From an optimization exercise on the open Yosys and OpenROAD flow, aimed at small area; shortcuts taken in it are not production practice.
In this exercise RTL edits were held to simulation tests only and were not proved equivalent to the original.
Power figures rest on the tool's default switching activity, not on a simulated workload.

==> run R: inputs <==
Design filter_coef_loader, start of the top module:
module filter_coef_loader #(
    parameter int TAPS      = 32,
    parameter int IDX_W     = 5,
    parameter int DW        = 16,
    parameter int NBANK     = 4,
    parameter int BANK_W    = 2,
    parameter int FLUSH_CYC = 38
) (
    input  logic              clk,
    input  logic              reset,
    input  logic              cfg_we,
    input  logic [BANK_W-1:0] cfg_bank,
    input  logic [IDX_W-1:0]  cfg_idx,
    input  logic [DW-1:0]     cfg_data,
    output logic              cfg_err,
    input  logic              load_req,
    input  logic [BANK_W-1:0] load_bank,
    output logic              load_ack,
    output logic              busy,
    output logic              done,
    output logic              coef_valid,
    output logic              h_write,
    output logic [IDX_W-1:0]  h_idx,
    output logic [DW-1:0]     h_data,
    input  logic [DW-1:0]     x_in_src,
    output logic [DW-1:0]     x_in_flt
);
    localparam int NW    = NBANK * TAPS;
    localparam int CNT_W = 7;
    localparam logic [CNT_W-1:0] LAST_BUSY = CNT_W'(TAPS + FLUSH_CYC);      
    localparam logic [CNT_W-1:0] DONE_CNT  = CNT_W'(TAPS + FLUSH_CYC + 1);  
    localparam logic [CNT_W-1:0] IDLE_CNT  = '1;
    logic [CNT_W-1:0]  cnt_q;
    logic [BANK_W-1:0] bank_q;
    logic              cfg_err_q;
    logic              coef_valid_q;
    logic [DW-1:0]     h_data_q;
    logic [IDX_W-1:0]  ph_q;
    logic [NW*DW-1:0]  ring_q;            
    wire  [NW*DW-1:0]  ring_d;
  ...
==> module filter_coef_loader, before the edit <==
module filter_coef_loader #(
    parameter int TAPS      = 32,
    parameter int IDX_W     = 5,
    parameter int DW        = 16,
    parameter int NBANK     = 4,
    parameter int BANK_W    = 2,
    parameter int FLUSH_CYC = 38
) (
    input  logic              clk,
    input  logic              reset,
    input  logic              cfg_we,
    input  logic [BANK_W-1:0] cfg_bank,
    input  logic [IDX_W-1:0]  cfg_idx,
    input  logic [DW-1:0]     cfg_data,
    output logic              cfg_err,
    input  logic              load_req,
    input  logic [BANK_W-1:0] load_bank,
    output logic              load_ack,
    output logic              busy,
    output logic              done,
    output logic              coef_valid,
    output logic              h_write,
    output logic [IDX_W-1:0]  h_idx,
    output logic [DW-1:0]     h_data,
    input  logic [DW-1:0]     x_in_src,
    output logic [DW-1:0]     x_in_flt
);
    localparam int NW    = NBANK * TAPS;
    localparam int CNT_W = 7;
    localparam logic [CNT_W-1:0] LAST_BUSY = CNT_W'(TAPS + FLUSH_CYC);      
    localparam logic [CNT_W-1:0] DONE_CNT  = CNT_W'(TAPS + FLUSH_CYC + 1);  
    localparam logic [CNT_W-1:0] IDLE_CNT  = '1;
    logic [CNT_W-1:0]  cnt_q;
    logic [BANK_W-1:0] bank_q;
    logic              cfg_err_q;
    logic              coef_valid_q;
    logic [DW-1:0]     h_data_q;
    logic [IDX_W-1:0]  ph_q;
    logic [NW*DW-1:0]  ring_q;            
    wire  [NW*DW-1:0]  ring_d;
    logic [NW-1:0]     wrt_q;
    logic              busy_w, hw_w, accept, wr_ok, fwd0;
    logic [IDX_W-1:0]  wpos, rpos;
    logic [BANK_W-1:0] rbank;
    logic [NW-1:0]     we_w, sel_w, wrt_rot;
    logic [DW-1:0]     rdata;
    assign busy_w = (cnt_q <= LAST_BUSY);
    assign hw_w   = (cnt_q < CNT_W'(TAPS));
    assign accept = load_req && !busy_w;
    assign wr_ok  = cfg_we && !(hw_w && cfg_bank == bank_q);
    assign fwd0   = cfg_we && (cfg_bank == load_bank) && (cfg_idx == '0);
    assign wpos   = cfg_idx - ph_q - 1'b1;
    assign rpos   = busy_w ? (cnt_q[IDX_W-1:0] + 1'b1 - ph_q) : (IDX_W'(0) - ph_q);
    assign rbank  = busy_w ? bank_q : load_bank;
    always_comb begin
        for (int b = 0; b < NBANK; b++)
            for (int p = 0; p < TAPS; p++)
                wrt_rot[b * TAPS + p] = wrt_q[b * TAPS + (p + 1) % TAPS];
        for (int w = 0; w < NW; w++) begin
            we_w[w]  = wr_ok && ({cfg_bank, wpos} == 7'(w));
            sel_w[w] = ({rbank, rpos} == 7'(w)) && wrt_q[w];
        end
    end
    wire [DW-1:0] wdn [2];
    assign wdn[0] = ~cfg_data;
    assign wdn[1] = cfg_data;
    for (genvar b = 0; b < NBANK; b++) begin : g_bank
        for (genvar p = 0; p < TAPS; p++) begin : g_pos
            localparam int W = b * TAPS + p;
            localparam int N = b * TAPS + (p + 1) % TAPS;
            fcl_ring_stage #(.DW(DW)) u_stage (
                .we  (we_w[W]),
                .wdn (wdn[p % 2]),
                .nxt (ring_q[N*DW +: DW]),
                .d   (ring_d[W*DW +: DW])
            );
        end
    end
    always_ff @(posedge clk) ring_q <= ring_d;
    always_ff @(posedge clk or posedge reset) begin
        if (reset) wrt_q <= '0;
        else       wrt_q <= we_w | wrt_rot;
    end
    always_ff @(posedge clk or posedge reset) begin
        if (reset) ph_q <= '0;
        else       ph_q <= ph_q + 1'b1;
    end
    logic [NW-1:0] selx_w;
    always_comb
        for (int w = 0; w < NW; w++)
            selx_w[w] = (w % 2 == 1) ? !sel_w[w] : sel_w[w];
    fcl_read_mux #(.NW(NW), .DW(DW)) u_rmux (
        .selx (selx_w),
        .q    (ring_q),
        .rd   (rdata)
    );
    always_ff @(posedge clk) begin
        h_data_q <= (accept && fwd0) ? cfg_data : rdata;
    end
    always_ff @(posedge clk or posedge reset) begin
        if (reset) begin
            cnt_q        <= IDLE_CNT;
            bank_q       <= '0;
            cfg_err_q    <= 1'b0;
            coef_valid_q <= 1'b0;
        end else begin
            cfg_err_q <= cfg_we && !wr_ok;
            if (accept) begin
                cnt_q        <= '0;
                bank_q       <= load_bank;
                coef_valid_q <= 1'b0;
            end else if (cnt_q != IDLE_CNT) begin
                cnt_q <= (cnt_q == DONE_CNT) ? IDLE_CNT : cnt_q + 1'b1;
                if (cnt_q == LAST_BUSY) coef_valid_q <= 1'b1;
            end
        end
    end
    assign cfg_err    = cfg_err_q;
    assign load_ack   = (cnt_q == '0);
    assign busy       = busy_w;
    assign done       = (cnt_q == DONE_CNT);
    assign coef_valid = coef_valid_q;
    assign h_write    = hw_w;
    assign h_idx      = cnt_q[IDX_W-1:0];
    assign h_data     = h_data_q;
    assign x_in_flt   = coef_valid_q ? x_in_src : '0;
endmodule
==> module fcl_ring_stage, before the edit <==
module fcl_ring_stage #(
    parameter int DW = 16
) (
    input  logic          we,
    input  logic [DW-1:0] wdn,
    input  logic [DW-1:0] nxt,
    output logic [DW-1:0] d
);
    wire wen;
    sky130_fd_sc_hd__inv_2 u_inv (.A(we), .Y(wen));
    for (genvar i = 0; i < DW; i++) begin : g_bit
        sky130_fd_sc_hd__o22ai_1 u_o22 (.A1(we), .A2(nxt[i]), .B1(wen), .B2(wdn[i]), .Y(d[i]));
    end
endmodule
==> flow/config.mk <==
export PLATFORM = sky130hd
export DESIGN_NAME = filter_coef_loader
export DESIGN_NICKNAME = filter_coef_loader
export VERILOG_FILES = /design/flow/design.v
export SDC_FILE = /design/flow/constraint.sdc
export NUM_CORES = 4
export LEC_CHECK = 0
export CAP_MARGIN = 10
export CORE_MARGIN = 2
export CORE_UTILIZATION = 56
export SLEW_MARGIN = 10
==> flow/constraint.sdc <==
create_clock -name core_clock -period 8.0 [get_ports {clk}]
set_input_delay 1.6000 -clock core_clock [delete_from_list [all_inputs] [get_ports {clk}]]
set_output_delay 1.6000 -clock core_clock [all_outputs]
set_load 0.01 [all_outputs]
standard.sh (not shown) runs the stock make flow with config.mk's settings and CLKGATE_MAP_FILE= SYNTH_SCRIPT=/design/flow/synth_recipe.tcl, a recipe that flattens the netlist after the stock synthesis.
==> flow/flow/run.sh <==
#!/bin/bash
# Own layout flow: the standard flow, with
#  - the ring-stage submodule (fcl_ring_stage) and the read mux (fcl_read_mux)
#    mapped by hand to sky130 cells (flow/map_cells.py) before synthesis;
#    they hold no registers, so the registers are the standard synthesis's;
#  - an area-oriented ABC mapping script for the rest of the logic;
#  - clock tree synthesis without dummy loads and with larger sink clusters.
set -euo pipefail
W=$(pwd)
python3 flow/map_cells.py design.v design.v > map_cells.log 2>&1
rm -rf scripts_area
cp -r "$FLOW_HOME/scripts" scripts_area
cp flow/abc_area.script scripts_area/abc_speed.script
SCRIPTS_DIR=$W/scripts_area bash standard.sh synth > synth.log 2>&1
export CTS_ARGS="-sink_clustering_enable -repair_clock_nets -dont_use_dummy_load -sink_clustering_size 30 -sink_clustering_max_diameter 60"
bash standard.sh > layout.log 2>&1
==> flow/flow/map_cells.py <==
#!/usr/bin/env python3
"""Map two comb-only submodules of the design to sky130 cells by hand, in place
of their RTL bodies, before synthesis. Registers are not touched.

fcl_ring_stage (d = we ? ~wdn : ~nxt, DW bits):
    one inverter for we and one o22ai per bit: d = !((we | nxt) & (!we | wdn)).
fcl_read_mux (rd = OR of selected words; even words true with an active-high
select, odd words inverted with an active-low select):
    even words: a222oi / a22oi leaves (active-low group outputs);
    odd words:  o22ai leaves, !((selL0 | q0) & (selL1 | q1)) (active-high);
    then NAND/NOR trees to one active-high bit.
usage: map_cells.py IN OUT [NW DW]"""
import re, sys

src, dst = sys.argv[1], sys.argv[2]
NW = int(sys.argv[3]) if len(sys.argv) > 3 else 128
DW = int(sys.argv[4]) if len(sys.argv) > 4 else 16
P = "sky130_fd_sc_hd__"

stage = """module fcl_ring_stage #(
    parameter int DW = 16
) (
    input  logic          we,
    input  logic [DW-1:0] wdn,
    input  logic [DW-1:0] nxt,
    output logic [DW-1:0] d
);
    wire wen;
    %sinv_2 u_inv (.A(we), .Y(wen));
    for (genvar i = 0; i < DW; i++) begin : g_bit
        %so22ai_1 u_o22 (.A1(we), .A2(nxt[i]), .B1(wen), .B2(wdn[i]), .Y(d[i]));
    end
endmodule
""" % (P, P)

lines = []
wires = []
cnt = [0]


def new(prefix):
    cnt[0] += 1
    n = "%s_%d" % (prefix, cnt[0])
    wires.append(n)
    return n


def cell(kind, pins, out, outpin="Y"):
    cnt[0] += 1
    conn = ", ".join(".%s(%s)" % (p, s) for p, s in pins) + ", .%s(%s)" % (outpin, out)
    lines.append("    %s%s u_%d (%s);" % (P, kind, cnt[0], conn))


def q(w, i):
    return "q[%d]" % (w * DW + i)


def sel(w):
    return "selx[%d]" % w


def chunks(xs, sizes):
    out, k = [], 0
    for s in sizes:
        out.append(xs[k:k + s])
        k += s
    assert k == len(xs)
    return out


def split(n, m):
    """Sizes of groups of at most m covering n items, as even as possible."""
    g = -(-n // m)
    base, extra = divmod(n, g)
    return [base + 1] * extra + [base] * (g - extra)


NAND = {2: "nand2_1", 3: "nand3_1", 4: "nand4_1"}
NOR = {2: "nor2_1", 3: "nor3_1", 4: "nor4_1"}
PINS = ["A", "B", "C", "D"]


def gate(table, xs, prefix):
    if len(xs) == 1:
        # A single signal: invert it.
        o = new(prefix)
        cell("inv_2", [("A", xs[0])], o)
        return o
    o = new(prefix)
    cell(table[len(xs)], list(zip(PINS, xs)), o)
    return o


for i in range(DW):
    even = list(range(0, NW, 2))
    odd = list(range(1, NW, 2))
    eL = []
    ne = len(even)
    n3 = (ne - 2 * ((3 - ne % 3) % 3)) // 3 if ne % 3 else ne // 3
    sizes = [3] * n3 + [2] * ((ne - 3 * n3) // 2)
    assert sum(sizes) == ne
    for g in chunks(even, sizes):
        o = new("eL")
        if len(g) == 3:
            cell("a222oi_1", [("A1", sel(g[0])), ("A2", q(g[0], i)), ("B1", sel(g[1])), ("B2", q(g[1], i)),
                              ("C1", sel(g[2])), ("C2", q(g[2], i))], o)
        else:
            cell("a22oi_1", [("A1", sel(g[0])), ("A2", q(g[0], i)), ("B1", sel(g[1])), ("B2", q(g[1], i))], o)
        eL.append(o)
    oH = []
    for k in range(0, len(odd), 2):
        a, b = odd[k], odd[k + 1]
        o = new("oH")
        cell("o22ai_1", [("A1", sel(a)), ("A2", q(a, i)), ("B1", sel(b)), ("B2", q(b, i))], o)
        oH.append(o)
    eH = [gate(NAND, g, "eH") for g in chunks(eL, split(len(eL), 4))]
    oL = [gate(NOR, g, "oL") for g in chunks(oH, split(len(oH), 4))]
    eL2 = [gate(NOR, g, "eM") for g in chunks(eH, split(len(eH), 3))]
    allL = eL2 + oL
    H = [gate(NAND, g, "aH") for g in chunks(allL, split(len(allL), 4))]
    if len(H) == 1:
        cell("buf_1", [("A", H[0])], "rd[%d]" % i, "X")
    elif len(H) == 2:
        cell("or2_1", [("A", H[0]), ("B", H[1])], "rd[%d]" % i, "X")
    elif len(H) == 3:
        cell("or3_1", [("A", H[0]), ("B", H[1]), ("C", H[2])], "rd[%d]" % i, "X")
    else:
        cell("or4_1", list(zip(PINS, H)), "rd[%d]" % i, "X")

rmux = """module fcl_read_mux #(
    parameter int NW = %d,
    parameter int DW = %d
) (
    input  logic [NW-1:0]    selx,
    input  logic [NW*DW-1:0] q,
    output logic [DW-1:0]    rd
);
%s
%s
endmodule
""" % (NW, DW, "\n".join("    wire %s;" % w for w in wires), "\n".join(lines))

text = open(src).read()
text, n1 = re.subn(r"module fcl_ring_stage\b.*?endmodule\s*", lambda m: stage, text, flags=re.S)
text, n2 = re.subn(r"module fcl_read_mux\b.*?endmodule\s*", lambda m: rmux, text, flags=re.S)
assert n1 == 1 and n2 == 1, (n1, n2)
open(dst, "w").write(text)
print("mapped fcl_ring_stage and fcl_read_mux (%d cells in the read mux)" % len(lines))
Other scripts of this flow, unchanged in this note and not shown: flow/flow/abc_area.script
==> run G: changes against run R <==
--- a/flow/design.v
+++ b/flow/design.v
@@ -35,29 +35,25 @@
     logic              cfg_err_q;
     logic              coef_valid_q;
-    logic [DW-1:0]     h_data_q;
     logic [IDX_W-1:0]  ph_q;
     logic [NW*DW-1:0]  ring_q;            
     wire  [NW*DW-1:0]  ring_d;
-    logic [NW-1:0]     wrt_q;
-    logic              busy_w, hw_w, accept, wr_ok, fwd0;
+    logic [NW-1:0]     wrt_q;             
+    wire  [NW-1:0]     wrt_d;
+    logic              busy_w, hw_w, accept, wr_ok;
     logic [IDX_W-1:0]  wpos, rpos;
-    logic [BANK_W-1:0] rbank;
-    logic [NW-1:0]     we_w, sel_w, wrt_rot;
-    logic [DW-1:0]     rdata;
+    logic [NW-1:0]     we_w, selx_w;
     assign busy_w = (cnt_q <= LAST_BUSY);
     assign hw_w   = (cnt_q < CNT_W'(TAPS));
     assign accept = load_req && !busy_w;
     assign wr_ok  = cfg_we && !(hw_w && cfg_bank == bank_q);
-    assign fwd0   = cfg_we && (cfg_bank == load_bank) && (cfg_idx == '0);
     assign wpos   = cfg_idx - ph_q - 1'b1;
-    assign rpos   = busy_w ? (cnt_q[IDX_W-1:0] + 1'b1 - ph_q) : (IDX_W'(0) - ph_q);
-    assign rbank  = busy_w ? bank_q : load_bank;
+    assign rpos   = cnt_q[IDX_W-1:0] - ph_q;
     always_comb begin
-        for (int b = 0; b < NBANK; b++)
-            for (int p = 0; p < TAPS; p++)
-                wrt_rot[b * TAPS + p] = wrt_q[b * TAPS + (p + 1) % TAPS];
         for (int w = 0; w < NW; w++) begin
-            we_w[w]  = wr_ok && ({cfg_bank, wpos} == 7'(w));
-            sel_w[w] = ({rbank, rpos} == 7'(w)) && wrt_q[w];
+            we_w[w] = wr_ok && ({cfg_bank, wpos} == 7'(w));
+            if (w % 2 == 0)
+                selx_w[w] = ({bank_q, rpos} == 7'(w)) && wrt_q[w];
+            else
+                selx_w[w] = !(({bank_q, rpos} == 7'(w)) && !wrt_q[w]);
         end
     end
@@ -69,9 +65,11 @@
             localparam int W = b * TAPS + p;
             localparam int N = b * TAPS + (p + 1) % TAPS;
-            fcl_ring_stage #(.DW(DW)) u_stage (
-                .we  (we_w[W]),
-                .wdn (wdn[p % 2]),
-                .nxt (ring_q[N*DW +: DW]),
-                .d   (ring_d[W*DW +: DW])
+            fcl_ring_stage #(.DW(DW), .ODD(p % 2)) u_stage (
+                .we   (we_w[W]),
+                .wdn  (wdn[p % 2]),
+                .nxt  (ring_q[N*DW +: DW]),
+                .vnxt (wrt_q[N]),
+                .d    (ring_d[W*DW +: DW]),
+                .vd   (wrt_d[W])
             );
         end
@@ -79,6 +77,9 @@
     always_ff @(posedge clk) ring_q <= ring_d;
     always_ff @(posedge clk or posedge reset) begin
-        if (reset) wrt_q <= '0;
-        else       wrt_q <= we_w | wrt_rot;
+        if (reset) begin
+            for (int w = 0; w < NW; w++) wrt_q[w] <= (w % 2 == 1);
+        end else begin
+            wrt_q <= wrt_d;
+        end
     end
     always_ff @(posedge clk or posedge reset) begin
@@ -86,16 +87,9 @@
         else       ph_q <= ph_q + 1'b1;
     end
-    logic [NW-1:0] selx_w;
-    always_comb
-        for (int w = 0; w < NW; w++)
-            selx_w[w] = (w % 2 == 1) ? !sel_w[w] : sel_w[w];
     fcl_read_mux #(.NW(NW), .DW(DW)) u_rmux (
         .selx (selx_w),
         .q    (ring_q),
-        .rd   (rdata)
+        .rd   (h_data)
     );
-    always_ff @(posedge clk) begin
-        h_data_q <= (accept && fwd0) ? cfg_data : rdata;
-    end
     always_ff @(posedge clk or posedge reset) begin
         if (reset) begin
@@ -123,14 +117,16 @@
     assign h_write    = hw_w;
     assign h_idx      = cnt_q[IDX_W-1:0];
-    assign h_data     = h_data_q;
     assign x_in_flt   = coef_valid_q ? x_in_src : '0;
 endmodule
 module fcl_ring_stage #(
-    parameter int DW = 16
+    parameter int DW  = 16,
+    parameter int ODD = 0
 ) (
     input  logic          we,
     input  logic [DW-1:0] wdn,
     input  logic [DW-1:0] nxt,
-    output logic [DW-1:0] d
+    input  logic          vnxt,
+    output logic [DW-1:0] d,
+    output logic          vd
 );
     wire wen;
@@ -139,4 +135,9 @@
         sky130_fd_sc_hd__o22ai_1 u_o22 (.A1(we), .A2(nxt[i]), .B1(wen), .B2(wdn[i]), .Y(d[i]));
     end
+    if (ODD) begin : g_odd
+        sky130_fd_sc_hd__nor2_1 u_v (.A(we), .B(vnxt), .Y(vd));
+    end else begin : g_even
+        sky130_fd_sc_hd__nand2_1 u_v (.A(wen), .B(vnxt), .Y(vd));
+    end
 endmodule
 module fcl_read_mux #(
--- a/flow/flow/run.sh
+++ b/flow/flow/run.sh
@@ -5,5 +5,6 @@
 #    they hold no registers, so the registers are the standard synthesis's;
 #  - an area-oriented ABC mapping script for the rest of the logic;
-#  - clock tree synthesis without dummy loads and with larger sink clusters.
+#  - clock tree synthesis without dummy loads, with clkbuf_8 leaf buffers;
+#  - buf_1 as the port buffer.
 set -euo pipefail
 W=$(pwd)
@@ -13,4 +14,6 @@
 cp flow/abc_area.script scripts_area/abc_speed.script
 SCRIPTS_DIR=$W/scripts_area bash standard.sh synth > synth.log 2>&1
-export CTS_ARGS="-sink_clustering_enable -repair_clock_nets -dont_use_dummy_load -sink_clustering_size 30 -sink_clustering_max_diameter 60"
+export CTS_ARGS="-sink_clustering_enable -repair_clock_nets -dont_use_dummy_load -sink_clustering_size 16 -sink_clustering_max_diameter 40 -buf_list sky130_fd_sc_hd__clkbuf_8"
+# Port buffers: the smallest buffer.
+export BUFFER_PORTS_ARGS="-buffer_cell sky130_fd_sc_hd__buf_1"
 bash standard.sh > layout.log 2>&1
--- a/flow/flow/map_cells.py
+++ b/flow/flow/map_cells.py
@@ -3,6 +3,7 @@
 of their RTL bodies, before synthesis. Registers are not touched.
 
-fcl_ring_stage (d = we ? ~wdn : ~nxt, DW bits):
-    one inverter for we and one o22ai per bit: d = !((we | nxt) & (!we | wdn)).
+fcl_ring_stage (d = we ? ~wdn : ~nxt, DW bits, and its written flag vd):
+    one inverter for we and one o22ai per bit: d = !((we | nxt) & (!we | wdn));
+    vd = even: nand2(!we, vnxt), odd: nor2(we, vnxt).
 fcl_read_mux (rd = OR of selected words; even words true with an active-high
 select, odd words inverted with an active-low select):
@@ -19,18 +20,26 @@
 
 stage = """module fcl_ring_stage #(
-    parameter int DW = 16
+    parameter int DW  = 16,
+    parameter int ODD = 0
 ) (
     input  logic          we,
     input  logic [DW-1:0] wdn,
     input  logic [DW-1:0] nxt,
-    output logic [DW-1:0] d
+    input  logic          vnxt,
+    output logic [DW-1:0] d,
+    output logic          vd
 );
     wire wen;
-    %sinv_2 u_inv (.A(we), .Y(wen));
+    %(P)sinv_2 u_inv (.A(we), .Y(wen));
     for (genvar i = 0; i < DW; i++) begin : g_bit
-        %so22ai_1 u_o22 (.A1(we), .A2(nxt[i]), .B1(wen), .B2(wdn[i]), .Y(d[i]));
+        %(P)so22ai_1 u_o22 (.A1(we), .A2(nxt[i]), .B1(wen), .B2(wdn[i]), .Y(d[i]));
+    end
+    if (ODD) begin : g_odd
+        %(P)snor2_1 u_v (.A(we), .B(vnxt), .Y(vd));
+    end else begin : g_even
+        %(P)snand2_1 u_v (.A(wen), .B(vnxt), .Y(vd));
     end
 endmodule
-""" % (P, P)
+""" % {"P": P}
 
 lines = []
--- a/flow/config.mk
+++ b/flow/config.mk
@@ -6,6 +6,6 @@
 export NUM_CORES = 4
 export LEC_CHECK = 0
-export CAP_MARGIN = 10
+export CAP_MARGIN = 20
 export CORE_MARGIN = 2
-export CORE_UTILIZATION = 56
-export SLEW_MARGIN = 10
+export CORE_UTILIZATION = 58
+export SLEW_MARGIN = 20
==> run summary <==
	run G	run R
Non-clock buffering overhead in the final layout	0.0349	0.0375
Share of the synthesized netlist area taken by xor and xnor gates	0.00221	0.00270
Number of buffers created by CTS	206	141
Flip-flop and latch count	2192	2208
Data arrival time of the worst path	6.59 ns	7.90 ns
Post-synthesis adder-cell area fraction	0.00273	0.00336
Post-layout instance area	0.0779 mm2	0.0803 mm2
Area occupied by multi-input gates	0.0249 mm2	0.0260 mm2
Total routing usage reported by global routing	0.530	0.510
Fraction of layout instances using a drive strength above 1	0.128	0.106
Critical path type	flop to output pin	flop to flop
Global routing usage on met3	0.235	0.213
Fraction of area in multi-input gates	0.320	0.325
Number of maximum-capacitance violations	0	1
Met1 wire length	115000 um	119000 um
Proportion of power drawn by flip-flops and latches	0.647	0.617
Die area	0.123 mm2	0.130 mm2
Total design power	20.8 mW	22.0 mW
Met3 wire len	59000 um	54400 um
Data required time of the worst path	6.40 ns	8.64 ns
NetSw	5.47 mW	5.66 mW
Final worst-path setup slack	-0.191 ns	0.740 ns
Number of clock buffers in the layout	206	141
Largest voltage drop on the vdd net	200 uV	215 uV
Run status	complete, but fails checks	complete, but fails checks
Violated checks	negative setup slack	max-capacitance violations, max-slew violations
GR Util met2	0.740	0.726

port drivers added, routing unchanged:
Ports are ideal in the flow. The routed layouts listed here were re-timed in OpenROAD.
Step 1, drivers: a clkbuf_16 drives clk and a buf_2 each remaining input, both assumed.
Step 2 also shifts input and output timing later by t, the mid clock arrival at the registers, as if the neighbouring blocks saw the same clock.
Three values: no drivers, after step 1, after step 2; two values: the first two.
run | t (ns) | setup WS [ns] | worst slew at a driven data input, ns
run R | 0.873 | 0.740 / 0.740 / 0.740 | 0.04
run G | 1.032 | -0.191 / -0.267 / 0.765 | 0.20
